What follows belongs to an exercise in optimizing a design on an open flow for small area, a short achievable clock period and few clock cycles per item; a production flow would make more cautious choices.
In this exercise RTL edits were held to simulation tests only and were not proved equivalent to the original.

==> job 9169 <==
==> flow/design.v <==
module skt_lt32 (
  input  logic [31:0] a,
  input  logic [31:0] b,
  output logic        lt
);
  logic [31:0] g0, p0;
  logic [15:0] g1, p1;
  logic [7:0]  g2, p2;
  logic [3:0]  g3, p3;
  logic [1:0]  g4, p4;
  assign g0 = ~a & b;
  assign p0 = ~a | b;
  for (genvar i = 0; i < 16; i++) begin : g_l1
    assign g1[i] = g0[2*i+1] | (p0[2*i+1] & g0[2*i]);
    assign p1[i] = p0[2*i+1] & p0[2*i];
  end
  for (genvar i = 0; i < 8; i++) begin : g_l2
    assign g2[i] = g1[2*i+1] | (p1[2*i+1] & g1[2*i]);
    assign p2[i] = p1[2*i+1] & p1[2*i];
  end
  for (genvar i = 0; i < 4; i++) begin : g_l3
    assign g3[i] = g2[2*i+1] | (p2[2*i+1] & g2[2*i]);
    assign p3[i] = p2[2*i+1] & p2[2*i];
  end
  for (genvar i = 0; i < 2; i++) begin : g_l4
    assign g4[i] = g3[2*i+1] | (p3[2*i+1] & g3[2*i]);
    assign p4[i] = p3[2*i+1] & p3[2*i];
  end
  assign lt = g4[1] | (p4[1] & g4[0]);
endmodule
module sorted_key_table #(
  parameter int unsigned CAPACITY     = 64,
  parameter int unsigned KEY_WIDTH    = 32,
  parameter int unsigned HANDLE_WIDTH = 32
) (
  input  logic          clk,
  input  logic          rst,
  input  logic          s_tvalid,
  output logic          s_tready,
  input  logic [72-1:0] s_tdata,
  output logic          m_tvalid,
  input  logic          m_tready,
  output logic [80-1:0] m_tdata
);
  localparam int unsigned N  = 64;
  localparam int unsigned AW = 6;
  localparam int unsigned CW = 7;
  localparam logic [1:0] OP_INSERT     = 2'd0;
  localparam logic [1:0] OP_FIND_EXACT = 2'd1;
  localparam logic [1:0] OP_FIND_ABOVE = 2'd2;
  localparam logic [1:0] OP_READ       = 2'd3;
  localparam logic [1:0] STS_OK        = 2'd0;
  localparam logic [1:0] STS_NOT_FOUND = 2'd1;
  localparam logic [1:0] STS_FULL      = 2'd2;
  logic        skid_v;
  logic [79:0] skid_d;
  logic        stall;
  logic        accept;
  assign stall    = skid_v;
  assign s_tready = !skid_v;
  assign accept   = s_tvalid && !skid_v;
  logic          in_v;
  logic [1:0]    in_op;
  logic [31:0]   in_key;
  logic [31:0]   in_hdl;
  logic [AW-1:0] in_idx;
  always_ff @(posedge clk) begin
    if (rst) begin
      in_v <= 1'b0;
    end else if (!stall) begin
      in_v <= accept;
    end
  end
  always_ff @(posedge clk) begin
    if (accept) begin
      in_op  <= s_tdata[1:0];
      in_key <= s_tdata[33:2];
      in_hdl <= s_tdata[65:34];
      in_idx <= s_tdata[71:66];
    end
  end
  logic [31:0]   tab_key [N];
  logic [31:0]   tab_hdl [N];
  logic [N-1:0]  valid;      
  logic [CW-1:0] cnt;
  logic [N-1:0]  mv_new;
  logic [N-1:0]  mv_prev;
  logic [N-1:0]  mv_keep;
  logic          mv_pend;    
  logic          s2_v;
  logic [1:0]    s2_op;
  logic [N-1:0]  s2_lt;
  logic          s2_ok;
  logic [CW-1:0] s2_cnt;    
  logic [AW-1:0] s2_idx;
  logic [31:0]   s2_key;
  logic [31:0]   s2_hdl;
  logic [N-1:0] s1_raw;      
  logic         s1_newlt;    
  logic [N-1:0] s1_lt;       
  logic         s1_adv;
  logic         s1_full;
  logic         s1_ins;
  logic         s1_ok;
  for (genvar p = 0; p < N; p++) begin : g_cmp
    skt_lt32 u_lt (.a(tab_key[p]), .b(in_key), .lt(s1_raw[p]));
  end
  skt_lt32 u_newlt (.a(s2_key), .b(in_key), .lt(s1_newlt));
  for (genvar p = 0; p < N; p++) begin : g_fix
    logic moved;
    if (p == 0) begin : g_first
      assign moved = s1_newlt;
    end else begin : g_rest
      assign moved = s2_lt[p-1] ? s1_newlt : s1_raw[p-1];
    end
    assign s1_lt[p] = valid[p] && ((!mv_pend || s2_lt[p]) ? s1_raw[p] : moved);
  end
  assign s1_adv  = in_v && !stall;
  assign s1_full = valid[N-1];
  assign s1_ins  = s1_adv && (in_op == OP_INSERT) && !s1_full;
  always_comb begin
    unique case (in_op)
      OP_INSERT:     s1_ok = !s1_full;
      OP_FIND_EXACT,
      OP_FIND_ABOVE: s1_ok = |(valid & ~s1_lt);
      default:       s1_ok = (CW'(in_idx) < cnt);
    endcase
  end
  always_ff @(posedge clk) begin
    if (rst) begin
      mv_pend <= 1'b0;
      mv_new  <= '0;
      mv_prev <= '0;
      mv_keep <= '1;
    end else begin
      mv_pend <= s1_ins;
      for (int p = 0; p < N; p++) begin
        mv_new[p]  <= s1_ins && !s1_lt[p] && (p == 0 || s1_lt[(p == 0) ? 0 : p-1]);
        mv_prev[p] <= s1_ins && !s1_lt[p] && p != 0 && !s1_lt[(p == 0) ? 0 : p-1];
        mv_keep[p] <= !(s1_ins && !s1_lt[p]);
      end
    end
  end
  always_ff @(posedge clk) begin
    if (rst) begin
      valid <= '0;
      cnt   <= '0;
    end else if (s1_ins) begin
      valid <= {valid[N-2:0], 1'b1};
      cnt   <= cnt + CW'(1);
    end
  end
  for (genvar p = 0; p < N; p++) begin : g_pos
    logic [63:0] prev;
    if (p == 0) begin : g_first
      assign prev = '0;
    end else begin : g_rest
      assign prev = {tab_hdl[p-1], tab_key[p-1]};
    end
    always_ff @(posedge clk) begin
      {tab_hdl[p], tab_key[p]} <= ({64{mv_new[p]}}  & {s2_hdl, s2_key})
                                | ({64{mv_prev[p]}} & prev)
                                | ({64{mv_keep[p]}} & {tab_hdl[p], tab_key[p]});
    end
  end
  always_ff @(posedge clk) begin
    if (rst) begin
      s2_v <= 1'b0;
    end else if (!stall) begin
      s2_v <= in_v;
    end
  end
  always_ff @(posedge clk) begin
    if (!stall) begin
      s2_op  <= in_op;
      s2_lt  <= s1_lt;
      s2_ok  <= s1_ok;
      s2_cnt <= cnt + CW'(s1_ins);
      s2_idx <= in_idx;
      s2_key <= in_key;
      s2_hdl <= in_hdl;
    end
  end
  logic [N-1:0]  s2_edge;
  logic [N-1:0]  s2_sel;
  logic [AW-1:0] s2_lb;
  logic [AW-1:0] s2_pos;
  logic [1:0]    s2_status;
  logic          s2_read;
  logic          s2_ins;
  assign s2_read = (s2_op == OP_READ);
  assign s2_ins  = (s2_op == OP_INSERT);
  for (genvar p = 0; p < N; p++) begin : g_sel
    if (p == 0) begin : g_first
      assign s2_edge[p] = !s2_lt[p];
    end else begin : g_rest
      assign s2_edge[p] = s2_lt[p-1] && !s2_lt[p];
    end
    assign s2_sel[p] = s2_ok && !s2_ins && (s2_read ? (s2_idx == AW'(p)) : s2_edge[p]);
  end
  always_comb begin
    s2_lb = '0;
    for (int p = 0; p < N; p++) begin
      if (s2_edge[p]) s2_lb = s2_lb | AW'(p);
    end
  end
  assign s2_pos    = !s2_ok ? '0 : (s2_read ? s2_idx : s2_lb);
  assign s2_status = s2_ok ? STS_OK : (s2_ins ? STS_FULL : STS_NOT_FOUND);
  logic [63:0] s2_entry;
  always_comb begin
    s2_entry = {64{s2_ins && s2_ok}} & {s2_hdl, s2_key};
    for (int p = 0; p < N; p++) begin
      s2_entry = s2_entry | ({64{s2_sel[p]}} & {tab_hdl[p], tab_key[p]});
    end
  end
  logic          s3_v;
  logic [63:0]   s3_entry;
  logic [AW-1:0] s3_pos;
  logic [1:0]    s3_status;
  logic [CW-1:0] s3_cnt;
  logic          s3_exact;
  logic [31:0]   s3_key;
  always_ff @(posedge clk) begin
    if (rst) begin
      s3_v <= 1'b0;
    end else if (!stall) begin
      s3_v <= s2_v;
    end
  end
  always_ff @(posedge clk) begin
    if (!stall) begin
      s3_entry  <= s2_entry;
      s3_pos    <= s2_pos;
      s3_status <= s2_status;
      s3_cnt    <= s2_cnt;
      s3_exact  <= (s2_op == OP_FIND_EXACT);
      s3_key    <= s2_key;
    end
  end
  logic        s3_miss;
  logic [79:0] s3_reply;
  assign s3_miss  = s3_exact && (s3_entry[31:0] != s3_key);
  assign s3_reply = s3_miss ? {1'b0, s3_cnt, 64'd0, 6'd0, STS_NOT_FOUND}
                            : {1'b0, s3_cnt, s3_entry, s3_pos, s3_status};
  logic        o_free;
  logic [79:0] o_data;
  assign o_free = !m_tvalid || m_tready;
  always_ff @(posedge clk) begin
    if (rst) begin
      m_tvalid <= 1'b0;
      skid_v   <= 1'b0;
    end else if (skid_v) begin
      if (o_free) begin
        m_tvalid <= 1'b1;
        skid_v   <= 1'b0;
      end
    end else if (s3_v) begin
      if (o_free) begin
        m_tvalid <= 1'b1;
      end else begin
        skid_v <= 1'b1;
      end
    end else if (o_free) begin
      m_tvalid <= 1'b0;
    end
  end
  always_ff @(posedge clk) begin
    if (o_free) begin
      o_data <= skid_v ? skid_d : s3_reply;
    end
  end
  always_ff @(posedge clk) begin
    if (!skid_v && !o_free) begin
      skid_d <= s3_reply;
    end
  end
  assign m_tdata = o_data;
endmodule
==> flow/run.sh <==
#!/bin/bash
# synth_recipe.tcl (not shown) runs the flow's synth.tcl, then flattens the netlist and writes it again
# the make line also repeats each setting of config.mk as NAME=value (left out here)
make -C /OpenROAD-flow-scripts/flow DESIGN_CONFIG=/design/flow/config.mk WORK_HOME=/design/flow/orfs CLKGATE_MAP_FILE= SYNTH_SCRIPT=/design/flow/synth_recipe.tcl finish
==> flow/config.mk <==
export PLATFORM = sky130hd
export DESIGN_NAME = sorted_key_table
export DESIGN_NICKNAME = sorted_key_table
export VERILOG_FILES = /design/flow/design.v
export SDC_FILE = /design/flow/constraint.sdc
export NUM_CORES = 4
export LEC_CHECK = 0
export CAP_MARGIN = 20
export CORE_MARGIN = 2
export CORE_UTILIZATION = 55
export PLACE_DENSITY = 0.65
export SETUP_SLACK_MARGIN = 3.8
export SLEW_MARGIN = 20
export SYNTH_MEMORY_MAX_BITS = 8192
==> flow/constraint.sdc <==
create_clock -name core_clock -period 7.0 [get_ports {clk}]
set_input_delay 1.4000 -clock core_clock [delete_from_list [all_inputs] [get_ports {clk}]]
set_output_delay 1.4000 -clock core_clock [all_outputs]
set_load 0.01 [all_outputs]
==> inputs of job 4383, as changes to job 9169 <==
==> flow/design.v, changed modules only <==
module sorted_key_table #(
  parameter int unsigned CAPACITY     = 64,
  parameter int unsigned KEY_WIDTH    = 32,
  parameter int unsigned HANDLE_WIDTH = 32
) (
  input  logic          clk,
  input  logic          rst,
  input  logic          s_tvalid,
  output logic          s_tready,
  input  logic [72-1:0] s_tdata,
  output logic          m_tvalid,
  input  logic          m_tready,
  output logic [80-1:0] m_tdata
);
  localparam int unsigned N  = 64;
  localparam int unsigned AW = 6;
  localparam int unsigned CW = 7;
  localparam logic [1:0] OP_INSERT     = 2'd0;
  localparam logic [1:0] OP_FIND_EXACT = 2'd1;
  localparam logic [1:0] OP_FIND_ABOVE = 2'd2;
  localparam logic [1:0] OP_READ       = 2'd3;
  localparam logic [1:0] STS_OK        = 2'd0;
  localparam logic [1:0] STS_NOT_FOUND = 2'd1;
  localparam logic [1:0] STS_FULL      = 2'd2;
  logic        skid_v;
  logic [79:0] skid_d;
  logic        stall;
  logic        accept;
  assign stall    = skid_v;
  assign s_tready = !skid_v;
  assign accept   = s_tvalid && !skid_v;
  logic [1:0]    in_op;
  logic [31:0]   in_key;
  logic [31:0]   in_hdl;
  logic [AW-1:0] in_idx;
  assign in_op  = s_tdata[1:0];
  assign in_key = s_tdata[33:2];
  assign in_hdl = s_tdata[65:34];
  assign in_idx = s_tdata[71:66];
  logic [31:0]   tab_key [N];
  logic [31:0]   tab_hdl [N];
  logic [N-1:0]  valid;      
  logic [CW-1:0] cnt;
  logic [N-1:0]  mv_new;
  logic [N-1:0]  mv_prev;
  logic [N-1:0]  mv_keep;
  logic          s2_v;
  logic          s2_ins;     
  logic          s2_exact;   
  logic          s2_ok;      
  logic          s2_find;    
  logic [N-1:0]  s2_sel;     
  logic [CW-1:0] s2_cnt;     
  logic [31:0]   s2_key;
  logic [31:0]   s2_hdl;
  logic [N-1:0] s1_raw;      
  logic         s1_newlt;    
  logic [N-1:0] s1_ge;       
  logic [N-1:0] s1_first;    
  logic [N-1:0] s1_idx;      
  logic         s1_full;
  logic         s1_ins;
  logic         s1_read;
  logic         s1_rdok;
  for (genvar p = 0; p < N; p++) begin : g_cmp
    skt_lt32 u_lt (.a(tab_key[p]), .b(in_key), .lt(s1_raw[p]));
  end
  skt_lt32 u_newlt (.a(s2_key), .b(in_key), .lt(s1_newlt));
  for (genvar p = 0; p < N; p++) begin : g_fix
    logic lt;
    if (p == 0) begin : g_first
      assign lt = mv_keep[p] ? s1_raw[p] : s1_newlt;
    end else begin : g_rest
      assign lt = mv_keep[p] ? s1_raw[p] : (mv_new[p] ? s1_newlt : s1_raw[p-1]);
    end
    assign s1_ge[p]    = valid[p] && !lt;
    assign s1_first[p] = s1_ge[p] && (p == 0 || !s1_ge[(p == 0) ? 0 : p-1]);
    assign s1_idx[p]   = (in_idx == AW'(p));
  end
  assign s1_full = valid[N-1];
  assign s1_ins  = accept && (in_op == OP_INSERT) && !s1_full;
  assign s1_read = (in_op == OP_READ);
  assign s1_rdok = (CW'(in_idx) < cnt);
  always_ff @(posedge clk) begin
    if (rst) begin
      mv_new  <= '0;
      mv_prev <= '0;
      mv_keep <= '1;
    end else begin
      for (int p = 0; p < N; p++) begin
        logic below, below_prev;
        below      = valid[p] && !s1_ge[p];
        below_prev = (p != 0) && valid[(p == 0) ? 0 : p-1] && !s1_ge[(p == 0) ? 0 : p-1];
        mv_new[p]  <= s1_ins && !below && (p == 0 || below_prev);
        mv_prev[p] <= s1_ins && !below && p != 0 && !below_prev;
        mv_keep[p] <= !(s1_ins && !below);
      end
    end
  end
  always_ff @(posedge clk) begin
    if (rst) begin
      valid <= '0;
      cnt   <= '0;
    end else if (s1_ins) begin
      valid <= {valid[N-2:0], 1'b1};
      cnt   <= cnt + CW'(1);
    end
  end
  always_ff @(posedge clk) begin
    if (rst) begin
      s2_v <= 1'b0;
    end else if (!stall) begin
      s2_v <= accept;
    end
  end
  always_ff @(posedge clk) begin
    if (!stall) begin
      s2_ins   <= (in_op == OP_INSERT);
      s2_exact <= (in_op == OP_FIND_EXACT);
      s2_find  <= (in_op == OP_FIND_EXACT) || (in_op == OP_FIND_ABOVE);
      s2_ok    <= s1_read ? s1_rdok : !s1_full;
      s2_sel   <= s1_read ? (s1_idx & {N{s1_rdok}}) : s1_first;
      s2_cnt   <= cnt + CW'(s1_ins);
      s2_key   <= in_key;
      s2_hdl   <= in_hdl;
    end
  end
  for (genvar p = 0; p < N; p++) begin : g_pos
    logic [63:0] prev;
    if (p == 0) begin : g_first
      assign prev = '0;
    end else begin : g_rest
      assign prev = {tab_hdl[p-1], tab_key[p-1]};
    end
    always_ff @(posedge clk) begin
      {tab_hdl[p], tab_key[p]} <= ({64{mv_new[p]}}  & {s2_hdl, s2_key})
                                | ({64{mv_prev[p]}} & prev)
                                | ({64{mv_keep[p]}} & {tab_hdl[p], tab_key[p]});
    end
  end
  logic          s2_any;
  logic [AW-1:0] s2_enc;
  logic [63:0]   s2_entry;
  logic          s2_found;
  logic [AW-1:0] s2_pos;
  logic [1:0]    s2_status;
  logic [79:0]   s2_reply;
  assign s2_any = |s2_sel;
  always_comb begin
    s2_enc = '0;
    for (int p = 0; p < N; p++) begin
      if (s2_sel[p]) s2_enc = s2_enc | AW'(p);
    end
  end
  always_comb begin
    s2_entry = '0;
    for (int p = 0; p < N; p++) begin
      s2_entry = s2_entry | ({64{s2_sel[p] && !s2_ins}} & {tab_hdl[p], tab_key[p]});
    end
  end
  always_comb begin
    if (s2_ins) begin
      s2_found = s2_ok;
    end else if (s2_find) begin
      s2_found = s2_any && !(s2_exact && s2_entry[31:0] != s2_key);
    end else begin
      s2_found = s2_ok;
    end
  end
  assign s2_pos = !s2_found ? '0
                : (s2_ins && !s2_any) ? AW'(s2_cnt - CW'(1))
                : s2_enc;
  assign s2_status = s2_found ? STS_OK : (s2_ins ? STS_FULL : STS_NOT_FOUND);
  always_comb begin
    if (!s2_found) begin
      s2_reply = {1'b0, s2_cnt, 64'd0, s2_pos, s2_status};
    end else if (s2_ins) begin
      s2_reply = {1'b0, s2_cnt, s2_hdl, s2_key, s2_pos, s2_status};
    end else begin
      s2_reply = {1'b0, s2_cnt, s2_entry, s2_pos, s2_status};
    end
  end
  logic        o_free;
  logic [79:0] o_data;
  assign o_free = !m_tvalid || m_tready;
  always_ff @(posedge clk) begin
    if (rst) begin
      m_tvalid <= 1'b0;
      skid_v   <= 1'b0;
    end else if (skid_v) begin
      if (o_free) begin
        m_tvalid <= 1'b1;
        skid_v   <= 1'b0;
      end
    end else if (s2_v) begin
      if (o_free) begin
        m_tvalid <= 1'b1;
      end else begin
        skid_v <= 1'b1;
      end
    end else if (o_free) begin
      m_tvalid <= 1'b0;
    end
  end
  always_ff @(posedge clk) begin
    if (o_free) begin
      o_data <= skid_v ? skid_d : s2_reply;
    end
  end
  always_ff @(posedge clk) begin
    if (!skid_v && !o_free) begin
      skid_d <= s2_reply;
    end
  end
  assign m_tdata = o_data;
endmodule
- CORE_UTILIZATION: 55 -> 46
- CTS_CLUSTER_DIAMETER: unset -> 100
- CTS_CLUSTER_SIZE: unset -> 30
- PLACE_DENSITY: 0.65 -> 0.55
==> comparison table <==
item                                                                               job 4383        job 9169
Share of Yosys cell area claimed by the top area cell type                           39.59%          38.22%
Sequential share of the synthesized area                                             43.63%          44.61%
Final Wtd Congestion                                                                  1.211           1.306
Estimated wirelength of the detail-placed design                               1,326,000 µm    1,225,000 µm
TritonCTS buffer count                                                                  205             525
Synthesized instance count                                                           24,060          24,520
Row Count                                                                               254             236
CTS Sinks                                                                             4,658           4,850
Starting utilization of the core area                                                46.14%          55.29%
Outcome                                                                      did not finish  did not finish
Last stage reached                                                           global routing  global routing
Die extent in y                                                                    696.4 µm        648.7 µm
CTS-repair resized insts                                                              1,714           1,856
Fraction of the mapped netlist area in simple logic gates                            6.833%          7.618%
Compound-Gate Fraction of Synth Area                                                 35.06%          33.36%
XOR/XNOR Fraction of Synth Area                                                     0.1668%         0.1609%
Share of synthesized cell area in full adder, half adder and majority cells          1.481%          1.879%
Die X-Extent                                                                       696.4 µm        648.7 µm
Area after detailed placement                                                   233,400 µm²     237,700 µm²
Distinct cell type count of the synthesized netlist                                      88              98
Post-Syn Nets                                                                        24,150          24,610
Number of synthesized flops with an enable pin                                          297             486
Post-synthesis average cell area                                                  9.166 µm²       9.323 µm²
Multiplexer share of the synthesized area                                           0.2905%         0.4379%
Number of storage elements in the synthesis netlist                                   4,658           4,850
Number of H-tree levels                                                                   4               6
Testbench counts of job 9169, summed over its fixed seeds: cycles 16,095, items 15,583.
Testbench counts of job 4383, summed over its fixed seeds: cycles 15,839, items 15,583.
